From an optimization exercise on the open Yosys and OpenROAD flow, aimed at small area and a short achievable clock period; shortcuts taken in it are not production practice.
RTL that was checked went through simulation tests only; none was proved equivalent to the original.

==> inputs of v1 <==
==> flow/design.v <==
module pipelineTop (
	input  logic        clock,
	input  logic        reset,
	input  logic [31:0] instrIn,
	input  logic        instrValid,
	output logic        traceValid,
	output logic [4:0]  traceReg,
	output logic [31:0] traceData
);
	logic [31:0] fInstr;
	logic        fValid;
	always_ff @(posedge clock) begin
		fInstr <= instrIn;  
		fValid <= instrValid & ~reset;
	end
	logic        wbV;
	logic [4:0]  wbR;
	logic [31:0] wbD;
	assign traceValid = wbV;
	assign traceReg   = wbR;
	assign traceData  = wbD;
	logic [31:1][31:0] rf;
	logic [31:1]       rfv;
	logic [31:1]       rfWe;
	always_comb begin
		for (int i = 1; i < 32; i++)
			rfWe[i] = wbV && (wbR == 5'(i));  
	end
	always_ff @(posedge clock) begin
		for (int i = 1; i < 32; i++) begin
			if (rfWe[i])
				rf[i] <= wbD;
			if (reset)
				rfv[i] <= 1'b0;
			else if (rfWe[i])
				rfv[i] <= 1'b1;
		end
	end
	logic [5:0]  op, fn;
	logic [4:0]  rs, rt, rd;
	logic [15:0] imm;
	assign op  = fInstr[31:26];
	assign rs  = fInstr[25:21];
	assign rt  = fInstr[20:16];
	assign rd  = fInstr[15:11];
	assign fn  = fInstr[5:0];
	assign imm = fInstr[15:0];
	logic isR, rAdd, rSub, rAnd, rOr, rXor, rSlt;
	logic iAddiu, iAndi, iOri, iLui, iLw, iSw;
	logic useImm, writes;
	logic [4:0] dest;
	assign isR    = (op == 6'h00);
	assign rAdd   = isR && fn == 6'h21;
	assign rSub   = isR && fn == 6'h23;
	assign rAnd   = isR && fn == 6'h24;
	assign rOr    = isR && fn == 6'h25;
	assign rXor   = isR && fn == 6'h26;
	assign rSlt   = isR && fn == 6'h2A;
	assign iAddiu = (op == 6'h09);
	assign iAndi  = (op == 6'h0C);
	assign iOri   = (op == 6'h0D);
	assign iLui   = (op == 6'h0F);
	assign iLw    = (op == 6'h23);
	assign iSw    = (op == 6'h2B);
	assign useImm = iAddiu | iAndi | iOri | iLui;
	assign writes = rAdd | rSub | rAnd | rOr | rXor | rSlt | useImm | iLw;
	assign dest   = isR ? rd : rt;
	logic [31:0] exA, exB;
	logic [7:0]  exImm8;
	logic        exWr, exSt;
	logic [4:0]  exDest;
	logic        exInv;                        
	logic        exSelSum, exSelAnd, exSelOr, exSelXor, exSelSlt, exSelLd;
	logic        exFwdA, exFwdB;
	logic [31:1] selA, selB;
	logic        wtA, wtB;
	logic [31:0] readA, readB;
	always_comb begin
		for (int i = 1; i < 32; i++) begin
			selA[i] = (rs == 5'(i)) && rfv[i] && !rfWe[i];
			selB[i] = (rt == 5'(i)) && rfv[i] && !rfWe[i];
		end
		wtA = wbV && (wbR == rs);
		wtB = wbV && (wbR == rt);
		readA = {32{wtA}} & wbD;
		readB = {32{wtB}} & wbD;
		for (int i = 1; i < 32; i++) begin
			readA = readA | ({32{selA[i]}} & rf[i]);
			readB = readB | ({32{selB[i]}} & rf[i]);
		end
	end
	logic [31:0] immVal;
	always_comb begin
		if (iLui)
			immVal = {imm, 16'h0};
		else if (iAndi || iOri)
			immVal = {16'h0, imm};
		else
			immVal = {{16{imm[15]}}, imm};
	end
	logic decInv;
	assign decInv = rSub | rSlt;
	always_ff @(posedge clock) begin
		exA      <= iLui ? 32'h0 : readA;
		exB      <= useImm ? immVal : (decInv ? ~readB : readB);
		exImm8   <= imm[7:0];
		exDest   <= dest;
		exInv    <= decInv;
		exSelSum <= rAdd | rSub | iAddiu;
		exSelAnd <= rAnd | iAndi;
		exSelOr  <= rOr | iOri | iLui;
		exSelXor <= rXor;
		exSelSlt <= rSlt;
		exSelLd  <= iLw;
		exFwdA   <= exWr && (exDest == rs) && !iLui;
		exFwdB   <= exWr && (exDest == rt) && !useImm;
		if (reset) begin
			exWr <= 1'b0;
			exSt <= 1'b0;
		end else begin
			exWr <= fValid && writes && (dest != 5'd0);
			exSt <= fValid && iSw;
		end
	end
	logic [31:0] opA, addB, sum;
	logic [32:0] sum33;
	logic        lt;
	assign opA   = exFwdA ? wbD : exA;
	assign addB  = exFwdB ? (exInv ? ~wbD : wbD) : exB;  
	assign sum33 = {opA, exInv} + {addB, exInv};        
	assign sum   = sum33[32:1];
	assign lt    = (opA[31] == addB[31]) ? opA[31] : sum[31];
	logic [63:0][31:0] mem;
	logic [63:0]       mv;
	logic [63:0]       hit, mWe;
	logic [31:0]       ldData;
	function automatic logic [21:0] wordTerms(input logic [7:0] a, input logic [7:0] b);
		logic [7:0] p, g;
		logic       c2;
		logic [21:0] t;
		p  = a ^ b;
		g  = a & b;
		c2 = g[1] | (p[1] & g[0]);
		t[0] = ~(p[2] ^ c2);           
		t[1] =  (p[2] ^ c2);           
		for (int j = 1; j < 6; j++) begin
			t[2 + 4*(j-1) + 0] = ~(p[j+2] ^ (g[j+1] | p[j+1]));   
			t[2 + 4*(j-1) + 1] = ~(p[j+2] ^ g[j+1]);              
			t[2 + 4*(j-1) + 2] =  (p[j+2] ^ (g[j+1] | p[j+1]));   
			t[2 + 4*(j-1) + 3] =  (p[j+2] ^ g[j+1]);              
		end
		wordTerms = t;
	endfunction
	logic [21:0] termWb, termEx, term;
	assign termWb = wordTerms(wbD[7:0], exImm8);
	assign termEx = wordTerms(exA[7:0], exImm8);
	assign term   = exFwdA ? termWb : termEx;
	always_comb begin
		ldData = '0;
		for (int w = 0; w < 64; w++) begin
			hit[w] = term[w & 1];
			for (int j = 1; j < 6; j++)
				hit[w] = hit[w] & term[2 + 4*(j-1) + 2*((w >> j) & 1) + ((w >> (j-1)) & 1)];
			mWe[w] = exSt && hit[w];
			ldData = ldData | ({32{hit[w] && mv[w]}} & mem[w]);
		end
	end
	always_ff @(posedge clock) begin
		for (int w = 0; w < 64; w++) begin
			if (mWe[w])
				mem[w] <= addB;
			if (reset)
				mv[w] <= 1'b0;
			else if (mWe[w])
				mv[w] <= 1'b1;
		end
	end
	logic [31:0] result;
	assign result = ({32{exSelSum}} & sum)
	              | ({32{exSelAnd}} & (opA & addB))
	              | ({32{exSelOr}}  & (opA | addB))
	              | ({32{exSelXor}} & (opA ^ addB))
	              | ({32{exSelSlt}} & {31'h0, lt})
	              | ({32{exSelLd}}  & ldData);
	always_ff @(posedge clock) begin
		wbR <= exDest;
		wbD <= result;
		wbV <= exWr && !reset;
	end
endmodule
==> flow/run.sh <==
#!/bin/bash
# synth_recipe.tcl (not shown) runs the flow's synth.tcl, then flattens the netlist and writes it again
# the make line also repeats each setting of config.mk as NAME=value (left out here)
make -C /OpenROAD-flow-scripts/flow DESIGN_CONFIG=/design/flow/config.mk WORK_HOME=/design/flow/orfs CLKGATE_MAP_FILE= SYNTH_SCRIPT=/design/flow/synth_recipe.tcl finish
==> flow/config.mk <==
export PLATFORM = sky130hd
export DESIGN_NAME = pipelineTop
export DESIGN_NICKNAME = pipelineTop
export VERILOG_FILES = /design/flow/design.v
export SDC_FILE = /design/flow/constraint.sdc
export NUM_CORES = 4
export LEC_CHECK = 0
export CAP_MARGIN = 20
export CORE_MARGIN = 2
export CORE_UTILIZATION = 45
export PLACE_DENSITY = 0.6
export SETUP_SLACK_MARGIN = 5
export SLEW_MARGIN = 20
==> flow/constraint.sdc <==
create_clock -name core_clock -period 10.0 [get_ports {clock}]
set_input_delay 2.0000 -clock core_clock [delete_from_list [all_inputs] [get_ports {clock}]]
set_output_delay 2.0000 -clock core_clock [all_outputs]
set_load 0.01 [all_outputs]
==> v19 (differences from v1) <==
--- a/flow/design.v
+++ b/flow/design.v
@@ -75,19 +75,22 @@
 	logic [31:1] selA, selB;
 	logic        wtA, wtB;
 	logic [31:0] readA, readB;
+	logic [31:0] rfA, rfB;
 	always_comb begin
 		for (int i = 1; i < 32; i++) begin
-			selA[i] = (rs == 5'(i)) && rfv[i] && !rfWe[i];
-			selB[i] = (rt == 5'(i)) && rfv[i] && !rfWe[i];
+			selA[i] = (rs == 5'(i)) && rfv[i];
+			selB[i] = (rt == 5'(i)) && rfv[i];
+		end
+		rfA = '0;
+		rfB = '0;
+		for (int i = 1; i < 32; i++) begin
+			rfA = rfA | ({32{selA[i]}} & rf[i]);
+			rfB = rfB | ({32{selB[i]}} & rf[i]);
 		end
 		wtA = wbV && (wbR == rs);
 		wtB = wbV && (wbR == rt);
-		readA = {32{wtA}} & wbD;
-		readB = {32{wtB}} & wbD;
-		for (int i = 1; i < 32; i++) begin
-			readA = readA | ({32{selA[i]}} & rf[i]);
-			readB = readB | ({32{selB[i]}} & rf[i]);
-		end
+		readA = wtA ? wbD : rfA;
+		readB = wtB ? wbD : rfB;
 	end
 	logic [31:0] immVal;
 	always_comb begin
==> flow/flow/run.sh (new file) <==
#!/bin/bash
# Standard ORFS layout through the standard.sh (synthesis unchanged), with:
#  - timing repair asked for a larger setup margin than the default, with
#    post-CTS repair limited to the worst endpoints;
#  - plain buf_4 cells as the port buffers (every port still gets one).
# Every tool's log stays under orfs/logs/; make's own output is in flow_make.log.
set -uo pipefail
bash standard.sh SETUP_SLACK_MARGIN=6.5 TNS_END_PERCENT=5 \
	"BUFFER_PORTS_ARGS=-buffer_cell sky130_fd_sc_hd__buf_4" \
	finish > flow_make.log 2>&1
==> flow/standard.sh (new file) <==
#!/bin/bash
# synth_recipe.tcl (not shown) runs the flow's synth.tcl, then flattens the netlist and writes it again
# the make line also repeats each setting of config.mk as NAME=value (left out here)
make -C /OpenROAD-flow-scripts/flow DESIGN_CONFIG=/design/flow/config.mk WORK_HOME=/design/flow/orfs CLKGATE_MAP_FILE= SYNTH_SCRIPT=/design/flow/synth_recipe.tcl "${@:-finish}"
--- a/flow/config.mk
+++ b/flow/config.mk
@@ -9,5 +9,4 @@
 export CORE_MARGIN = 2
 export CORE_UTILIZATION = 45
 export PLACE_DENSITY = 0.6
-export SETUP_SLACK_MARGIN = 5
 export SLEW_MARGIN = 20
removed: flow/run.sh
==> v7 (differences from v1) <==
--- a/flow/design.v
+++ b/flow/design.v
@@ -75,19 +75,22 @@
 	logic [31:1] selA, selB;
 	logic        wtA, wtB;
 	logic [31:0] readA, readB;
+	logic [31:0] rfA, rfB;
 	always_comb begin
 		for (int i = 1; i < 32; i++) begin
-			selA[i] = (rs == 5'(i)) && rfv[i] && !rfWe[i];
-			selB[i] = (rt == 5'(i)) && rfv[i] && !rfWe[i];
+			selA[i] = (rs == 5'(i)) && rfv[i];
+			selB[i] = (rt == 5'(i)) && rfv[i];
+		end
+		rfA = '0;
+		rfB = '0;
+		for (int i = 1; i < 32; i++) begin
+			rfA = rfA | ({32{selA[i]}} & rf[i]);
+			rfB = rfB | ({32{selB[i]}} & rf[i]);
 		end
 		wtA = wbV && (wbR == rs);
 		wtB = wbV && (wbR == rt);
-		readA = {32{wtA}} & wbD;
-		readB = {32{wtB}} & wbD;
-		for (int i = 1; i < 32; i++) begin
-			readA = readA | ({32{selA[i]}} & rf[i]);
-			readB = readB | ({32{selB[i]}} & rf[i]);
-		end
+		readA = wtA ? wbD : rfA;
+		readB = wtB ? wbD : rfB;
 	end
 	logic [31:0] immVal;
 	always_comb begin
==> flow/flow/run.sh (new file) <==
#!/bin/bash
# Standard ORFS layout through the standard.sh (synthesis unchanged), with:
#  - timing repair asked for a larger setup margin than the default, with
#    post-CTS repair limited to the worst endpoints;
#  - plain buf_4 cells as the port buffers (every port still gets one).
# Every tool's log stays under orfs/logs/; make's own output is in flow_make.log.
set -uo pipefail
bash standard.sh SETUP_SLACK_MARGIN=6.5 TNS_END_PERCENT=5 \
	"BUFFER_PORTS_ARGS=-buffer_cell sky130_fd_sc_hd__buf_4" \
	finish > flow_make.log 2>&1
==> flow/standard.sh (new file) <==
#!/bin/bash
# synth_recipe.tcl (not shown) runs the flow's synth.tcl, then flattens the netlist and writes it again
# the make line also repeats each setting of config.mk as NAME=value (left out here)
make -C /OpenROAD-flow-scripts/flow DESIGN_CONFIG=/design/flow/config.mk WORK_HOME=/design/flow/orfs CLKGATE_MAP_FILE= SYNTH_SCRIPT=/design/flow/synth_recipe.tcl "${@:-finish}"
--- a/flow/config.mk
+++ b/flow/config.mk
@@ -8,6 +8,7 @@
 export CAP_MARGIN = 20
 export CORE_MARGIN = 2
 export CORE_UTILIZATION = 45
+export CTS_CLUSTER_DIAMETER = 80
+export CTS_CLUSTER_SIZE = 25
 export PLACE_DENSITY = 0.6
-export SETUP_SLACK_MARGIN = 5
 export SLEW_MARGIN = 20
removed: flow/run.sh
==> results_dict.tcl <==
set metrics [dict create \
    clk_share_pct 7.30 \
    synth_seq_area_share_pct 75.5 \
    status "timing/DRC/antenna clean" \
    cp_max_fo 38 \
    r2r_end "wbD[15]" \
    dpl_cell_area_um2 136000 \
    dpl.hpwl_um 330000 \
    critPathCapture "wbD[15]" \
    fin_crit_sh_pct 52.1 \
    cp_cell_sequence "buf_12 > inv_1 > ha_1 > xnor2_1 > mux2i_1 > buf_6 > nand4_1 > nor4_2 > buf_4 > buf_4 > a22oi_1 > nand4b_1 > o41ai_4 > buf_6 > o211ai_1" \
]
(the above is from v1)
==> results_dict.tcl <==
set metrics [dict create \
    status "timing/DRC/antenna clean" \
    cp_max_fo 13 \
    r2r_end "wbD[3]" \
    cp_cell_sequence "inv_2 > ha_2 > xor2_2 > buf_6 > buf_12 > mux2_4 > buf_12 > nand2_1 > buf_6 > o21ai_0 > a221oi_2 > nand4_1 > nor4_4 > o221ai_2" \
    dpl.hpwl_um 330000 \
    clk_share_pct 6.98 \
    synth_seq_area_share_pct 75.3 \
]
(the above is from v19)
==> results_dict.tcl <==
set metrics [dict create \
    status "timing/DRC/antenna clean" \
    cp_cell_sequence "inv_2 > ha_4 > xnor2_4 > buf_6 > mux2i_4 > buf_6 > nand4_1 > buf_6 > nor2_1 > a22oi_1 > o21ai_0 > a221oi_1 > nand4_1 > o41ai_4 > buf_4 > o211ai_1" \
    dpl.hpwl_um 330000 \
    critPathCapture "wbD[16]" \
    fin_crit_sh_pct 43.5 \
    synth_seq_area_share_pct 75.3 \
    cp_max_fo 5 \
    dpl_cell_area_um2 136000 \
]
(the above is from v7)
Function not checked in v1: the RTL went through the layout flow alone.

## separate check: timing with driven ports
The flow's constraints put no driver on any port. The routed layouts listed below were extracted and timed again, unchanged, in two steps. Step 1 sets driving cells, clkbuf_16 on the clock port and buf_2 on the other inputs (assumed; they add their load-dependent delay and slew). Step 2, shift: input delay + t, output delay - t, t = (earliest + latest rising clock arrival at the registers) / 2. This alone moves slack from input paths to output paths. Three values: ideal ports, drivers, drivers and shift; two values: the first two.
| run | t, ns | slack for setup (ns) | hold slack, ns | worst setup path after step 2 | pins driven straight from the clock port |
|---|---|---|---|---|---|
| v1 | 1.027 | 4.786 / 4.786 / 4.786 | 0.383 / 0.383 / 0.383 | register to register | 1 |
| v19 | 1.070 | 5.843 / 5.843 / 5.843 | 0.457 / 0.457 / 0.457 | register to register | 1 |
| v7 | 1.055 | 5.648 / 5.648 / 5.648 | 0.455 / 0.455 / 0.455 | register to register | 1 |
After both steps setup and hold are still met in every run listed.
